Background: an optimization exercise with open tools, aiming at small area, a short achievable clock period and few clock cycles per item. Do not read the settings as production practice.
Function was not checked in any run shown here: the RTL went through the layout flow alone.

## flow/design.v (module list and top-level ports; edited modules follow where they fit)
// module mul_pipe_unit: 1212 lines
// module fa_cell: 10 lines
// module ha_cell: 9 lines
module mul_pipe_unit #(
    parameter int XLEN   = 32,
    parameter int STAGES = 3,
    parameter int TAG_W  = 5
) (
    input  logic              CLK_0,
    input  logic              RST_0,
    input  logic              in_valid,
    output logic              in_ready,
    input  logic [1:0]        in_op,
    input  logic [XLEN-1:0]   in_a,
    input  logic [XLEN-1:0]   in_b,
    input  logic [TAG_W-1:0]  in_tag,
    output logic              out_valid,
    input  logic              out_ready,
    output logic [XLEN-1:0]   out_result,
    output logic [TAG_W-1:0]  out_tag
);
  // ...
==> flow/flow/run.sh <==
#!/bin/bash
# Own layout flow: the standard ORFS flow with the standard synthesis unchanged;
# the port buffers are plain sky130_fd_sc_hd__buf_1 cells. make's full output
# goes to flow_make.log here; ORFS's per-step logs are under orfs/logs/.
set -euo pipefail
bash standard.sh "BUFFER_PORTS_ARGS=-buffer_cell sky130_fd_sc_hd__buf_1"  finish > flow_make.log 2>&1
==> flow/standard.sh <==
#!/bin/bash
# synth_recipe.tcl (not shown) runs the flow's synth.tcl, then flattens the netlist and writes it again
# the make line also repeats each setting of config.mk as NAME=value (left out here)
make -C /OpenROAD-flow-scripts/flow DESIGN_CONFIG=/design/flow/config.mk WORK_HOME=/design/flow/orfs CLKGATE_MAP_FILE= SYNTH_SCRIPT=/design/flow/synth_recipe.tcl "${@:-finish}"
==> flow/config.mk <==
export PLATFORM = sky130hd
export DESIGN_NAME = mul_pipe_unit
export DESIGN_NICKNAME = mul_pipe_unit
export VERILOG_FILES = /design/flow/design.v
export SDC_FILE = /design/flow/constraint.sdc
export NUM_CORES = 4
export LEC_CHECK = 0
export ABC_AREA = 1
export CAP_MARGIN = 20
export CORE_MARGIN = 2
export CORE_UTILIZATION = 40
export SETUP_SLACK_MARGIN = 5
export SLEW_MARGIN = 20
export SYNTH_HIERARCHICAL = 1
==> flow/constraint.sdc <==
create_clock -name core_clock -period 10.0 [get_ports {CLK_0}]
set_input_delay 2.0000 -clock core_clock [delete_from_list [all_inputs] [get_ports {CLK_0}]]
set_output_delay 2.0000 -clock core_clock [all_outputs]
set_load 0.01 [all_outputs]
==> metrics.md, run 1 <==
| Metric | Value |
|---|---|
| CP endpoint kind | register |
| Antenna violations before repair | 2 |
| I/O pin count | 114 |
| Multi-input gate area | 22700 µm² |
| Maximum fanout along the worst path | 32 |
| Skew-Pair Late Insertion Delay | 500 ps |
| Final Max Slew Viols | 0 |
| Well-tap cell count | 969 |
| Fin nets | 3774 |
| Comb_multi_in | 2449 |
| Signal buffers | 218 |
| Setup CP Type | register to register |
| Largest regs | a_q x33, x_q x32, y_q x32 |
| NonClk Buf Share | 0.0522 |
| FF+latch count | 169 |
| Biggest register | a_q |
| Critical Path Sink | lc_q |
| Flop2flop setup slack | 5090 ps |
| Simple-Gate Fraction of Synth Area | 0.0819 |
| Number of synthesized flops with an enable pin | 167 |
| Area Overhead vs Synth | 8.17% |
| Worst path top cell family by delay | adder cells |
| Status | no timing/DRC/antenna violations |
| CTS root buffer | clkbuf_16 |
| CP Launch Point | bone_q[7] |
| Worst path cell trace | inv_1 > buf_6 > o22ai_1 > xor2_1 > fa_1 > fa_1 > fa_1 > fa_1 > fa_1 > ha_1 > a21oi_1 > o21ai_2 > a21o_1 > nor2_1 > a21oi_1 |
| Worst EP arrival | 5140 ps |
| Fillers | 7269 |
| Met3 Use GR | 0.0784 |
| First-pass GRT wire length | 152 mm |
| Post-route insts no fill | 4078 |
| WHS Endpoint | tag_q2[2] |
| Post-synth top cells | xor2_1, o22ai_1, fa_1 |
| Max Cap Viol | 0 |
| CP max-delay cell | fa_1 |
| All-Layer GR Usage | 0.263 |
| Most frequent cells in the layout | xor2_1, o22ai_1, fa_1, nand2_1, inv_1 |
==> run 2: changes to the inputs <==
--- a/flow/design.v
+++ b/flow/design.v
@@ -1183,36 +1183,33 @@
     fa_cell u_f475 (.a(f363s), .b(f416c), .ci(f417s), .co(f475c), .s(f475s));
     fa_cell u_f476 (.a(f363c), .b(f418s), .ci(f417c), .co(f476c), .s(f476s));
     fa_cell u_f477 (.a(h55s), .b(f418c), .ci(f419s), .co(f477c), .s(f477s));
     fa_cell u_f478 (.a(h55c), .b(h58s), .ci(f419c), .co(f478c), .s(f478s));
     fa_cell u_f479 (.a(pp[542]), .b(h58c), .ci(h59s), .co(f479c), .s(f479s));
     logic [63:0] cs_s, cs_c;
     assign cs_s = {f479s, f477c, f477s, f476s, f475s, f474s, f472c, f471c, f470c, f469c, f469s, f468s, f466c, f465c, f464c, f463c, f462c, f461c, f460c, f459c, f458c, f457c, f456c, f455c, f454c, f453c, f452c, f451c, f450c, f449c, f448c, f447c, f446c, f445c, f444c, f443c, f442c, f441c, f440c, f439c, f438c, f437c, f436c, f435c, f434c, f433c, f432c, f431c, f430c, f429c, f428c, f427c, f426c, f425c, f424c, f423c, f422c, f421c, f420c, h61c, h60c, pp[34], pp[1], bneg_q[0]};
     assign cs_c = {f478c, f478s, f476c, f475c, f474c, f473c, f473s, f472s, f471s, f470s, f468c, f467c, f467s, f466s, f465s, f464s, f463s, f462s, f461s, f460s, f459s, f458s, f457s, f456s, f455s, f454s, f453s, f452s, f451s, f450s, f449s, f448s, f447s, f446s, f445s, f444s, f443s, f442s, f441s, f440s, f439s, f438s, f437s, f436s, f435s, f434s, f433s, f432s, f431s, f430s, f429s, f428s, f427s, f426s, f425s, f424s, f423s, f422s, f421s, f420s, h61s, h60s, 1'b0, pp[0]};
-    logic [28:0] low_sum;
-    assign low_sum = {1'b0, cs_s[27:0]} + {1'b0, cs_c[27:0]};
+    logic [32:0] low_sum;
+    assign low_sum = {1'b0, cs_s[31:0]} + {1'b0, cs_c[31:0]};
     logic [31:0]      x_q, y_q;
-    logic [3:0]  lx_q, ly_q;
     logic             lc_q;
     logic [TAG_W-1:0] tag_q2;
     always_ff @(posedge CLK_0) begin
         if (adv) begin
             x_q    <= mul_q1 ? cs_s[31:0] : cs_s[63:32];
             y_q    <= mul_q1 ? cs_c[31:0] : cs_c[63:32];
-            lx_q   <= mul_q1 ? '0 : cs_s[31:28];
-            ly_q   <= mul_q1 ? '0 : cs_c[31:28];
-            lc_q   <= !mul_q1 & low_sum[28];
+            lc_q   <= !mul_q1 & low_sum[32];
             tag_q2 <= tag_q1;
         end
     end
-    logic [36:0] fin;
-    assign fin = {x_q, lx_q, 1'b1} + {y_q, ly_q, lc_q};
+    logic [32:0] fin;
+    assign fin = {x_q, 1'b1} + {y_q, lc_q};
     assign out_valid  = v2;
-    assign out_result = fin[36:5];
+    assign out_result = fin[32:1];
     assign out_tag    = tag_q2;
 endmodule
 module fa_cell (
     input  logic a,
     input  logic b,
     input  logic ci,
     output logic co,
     output logic s
==> metrics.md, run 2 <==
| Metric | Value |
|---|---|
| CTS Buf Count | 17 |
| Hold WC Path Type | register to register |
| Async SR Flop Fraction | 0 |
| Area Overhead vs Synth | 11.8% |
| DIE HEIGHT | 273 µm |
| Mean Syn Cell Area | 9.74 µm² |
| #FFs+latches synth | 161 |
| Core box area | 71600 µm² |
| Startpoint Class | register |
| Status | no timing/DRC/antenna violations |
| Wirelength per Cell | 26.7 µm |
| Cells after Synth | 2976 |
| Post-layout min period | 5100 ps |
| Setup CP Type | register to register |
| Iter 0 DRT Violations | 3069 |
| First-pass GRT wire length | 157 mm (+3.5%) |
| Final Hold Viols | 0 |
| Worst-margin pin slew | 1030 ps |
| Worst EP arrival | 5450 ps (+310 ps) |
| Most used flip-flop cell after synthesis | edfxtp_1 |
| Post-synth top cells | xor2_1, o22ai_1, fa_1 |
| Syn nets | 3656 |
| Via count | 24000 |
| Gr ovfl total | 0 |
| Final setup fails | 0 |
| Layout Skew | 14.2 ps |
| Most common cell after layout, fill and taps aside | xor2_1 |
| I/O pin count | 114 (unchanged) |
| Number of synthesized flops with an enable pin | 159 (-4.8%) |
| Yosys cell types | 36 |
| Via density | 6.07 |
| Drt total wl | 105 mm |
| HPWL after DPL | 71.0 mm |
| # DRC | 0 |
| CTS tree | built |
| Number of I/O port buffers | 113 |
| Largest net degree at the start of global routing | 156 |
| Fin nets | 3670 (-2.8%) |
| Pre-antenna DRT Iters | 8 |
| Synthesized area | 29000 µm² |
| Max reg flops | 33 |
| Die ar. | 74700 µm² |
| Post-synth top area share | 0.332 |
| Max-Slew Margin vs Limit | 0.309 |
| RSZ-0062 raised after global routing | true |
| CTS root buffer | clkbuf_16 |
| Antenna Nets Post-Route | 0 |
| Skew-Pair Late Insertion Delay | 510 ps (about the same) |
| H-tree Lvls | 4 |
| Die W | 273 µm |
| RD Place Congestion | 0.927 |
| Max Cap Viol | 0 (unchanged) |
| Register area share after synthesis | 0.166 |
| FMAX | 196 MHz |
| Req. time, crit path | 10350 ps |
| Vias in the first global route | 24700 |
| Final Max Slew Viols | 0 (unchanged) |
| Most common cell in the netlist | xor2_1 |
| Yosys warnings | 7 |
| Clk buf depth | 2 |
| Period utilisation layout | 0.510 |
| Top cells by area, synth | fa_1, xor2_1, edfxtp_1, o22ai_1, ha_1 |
| Cell taking the most area after synthesis | fa_1 |
| Row count | 98 |
| Post-CTS Hold Fix Bufs | 0 |
| Largest regs | a_q x33, x_q x32, y_q x32 |
| Starting Density | 0.405 |
| Antenna violations before repair | 1 (-1) |
| Maximum fanout along the worst path | 5 (-84%) |
| Layout cells sized above 1 | 0.0893 |
| Setup_tns | 0 ps |
| Biggest register | a_q |
| All-Layer GR Usage | 0.285 (+0.0219) |
| Most frequent cells in the layout | xor2_1, o22ai_1, fa_1, nand2_1, edfxtp_1 |
| Antenna cell count | 0 |
| CP endpoint kind | register |
| Clk slew on worst S/H paths | 70 ps |
| Clock sink count | 161 |
-- run 2: changes by cell type in the layout (fill, tap and decap cells not counted), sizes merged, moves of 5 or more --
cell and change:
clkbuf -5, buf +43, a21oi +10, inv -88, nor4 +5, nand2 -72
nor2 -12, bufbuf +17, xor2 +6, edfxtp -8
-- run 2: what timing repair did --
action,CTS,global route
cloned,18,1
buffers inserted,52,4
gates resized for setup,129,38
pin swaps,18,10
endpoints found under the setup margin,9,18
-- run 2: Yosys stat by module (local to each module, per instance) --
module	cell area (µm²)	cells inside
fa_cell	20.0	1
mul_pipe_unit	18600	2434
ha_cell	12.5	1
-- run 2: cell type report --
class                      count  area [µm²]
clock buffer                  18         429
tap                          950        1190
inverter                     158         622
multi-input combinational   2379       22700
fill                        6828       39200
timing repair inverter         1        7.51
sequential                   161        4810
timing repair buffer         272        2530
clock inverter                13         154
-- run 2: cell families after synthesis --
family / Yosys count / share of synthesized area
and+or+nand+nor: 540 / 0.0737
DFF: 161 / 0.166
buffers and inverters: 436 / 0.0588
muxes: 14 / 0.00544
xor gates and xnor gates: 594 / 0.179
AOI/OAI and AO/OA: 626 / 0.131
adders and majority gates: 605 / 0.386
-- run 2: worst max-delay path, cell delays in order (launching register included) --
cell and delay [ps]:
edfxtp_1 410, clkinvlp_4 220, buf_4 200, o22ai_1 140, xor2_1 100, fa_1 400
fa_1 580, fa_1 460, fa_2 380, fa_1 540, fa_2 490, ha_4 310
nand2_4 60, nor4_4 240, and3_1 190, nand2_1 60, a21oi_2 150
-- run 2: layer usage --
metal | global-route usage | part of all wire
met4 | 0.136 | 0.050
met2 | 0.428 | 0.44
met1 | 0.373 | 0.39
met5 | 0 | 0.00010
met3 | 0.0911 | 0.13
-- run 2: path summary, 6_finish.rpt --
path | from | endpoint | slack (ps) | depth (start not counted)
max | a_q[18] | lc_q | 4900 | 16
max reg2reg | a_q[18] | lc_q | 4900 | 16
min reg2reg | tag_q1[3] | tag_q2[3] | 420 | 0
min | tag_q1[3] | tag_q2[3] | 420 | 0
-- run 2: through the flow --
stage | util | cells | worst slack [ps] | instance area [µm²] | hold WS [ps]
global route | 0.453 | 3952 | 4740 | 32400 | 438
detailed placement | 0.421 | 3846 | 4010 | 30200 | 405
finish | 0.453 | 3952 | 4900 | 32400 | 419
CTS | 0.450 | 3947 | 4950 | 32200 | 422
floorplan | - | 2976 | 4080 | 29000 | 400
global placement | 0.421 | 3846 | 4050 | 30200 | 400

==> separate check: timing with driven ports <==
No port has a modelled driver above. Below, the same layouts with a new extraction and two added sets of constraints. Step 1 sets driving cells, clkbuf_16 on the clock port and buf_2 on the other inputs (assumed; they add their load-dependent delay and slew). Step 2, shift: input delay + t, output delay - t, t = (earliest + latest rising clock arrival at the registers) / 2. This alone moves slack from input paths to output paths. a / b / c = ideal / step 1 / step 2; a / b = the first two.
run | shift t [ns] | setup WS [ns] | clock arrival spread, ns
run 1 | 0.558 | 5.088 / 5.088 / 5.088 | 0.014 / 0.014
run 2 | 0.565 | 4.901 / 4.901 / 4.901 | 0.015 / 0.016
After both steps setup and hold are still met in every run listed.
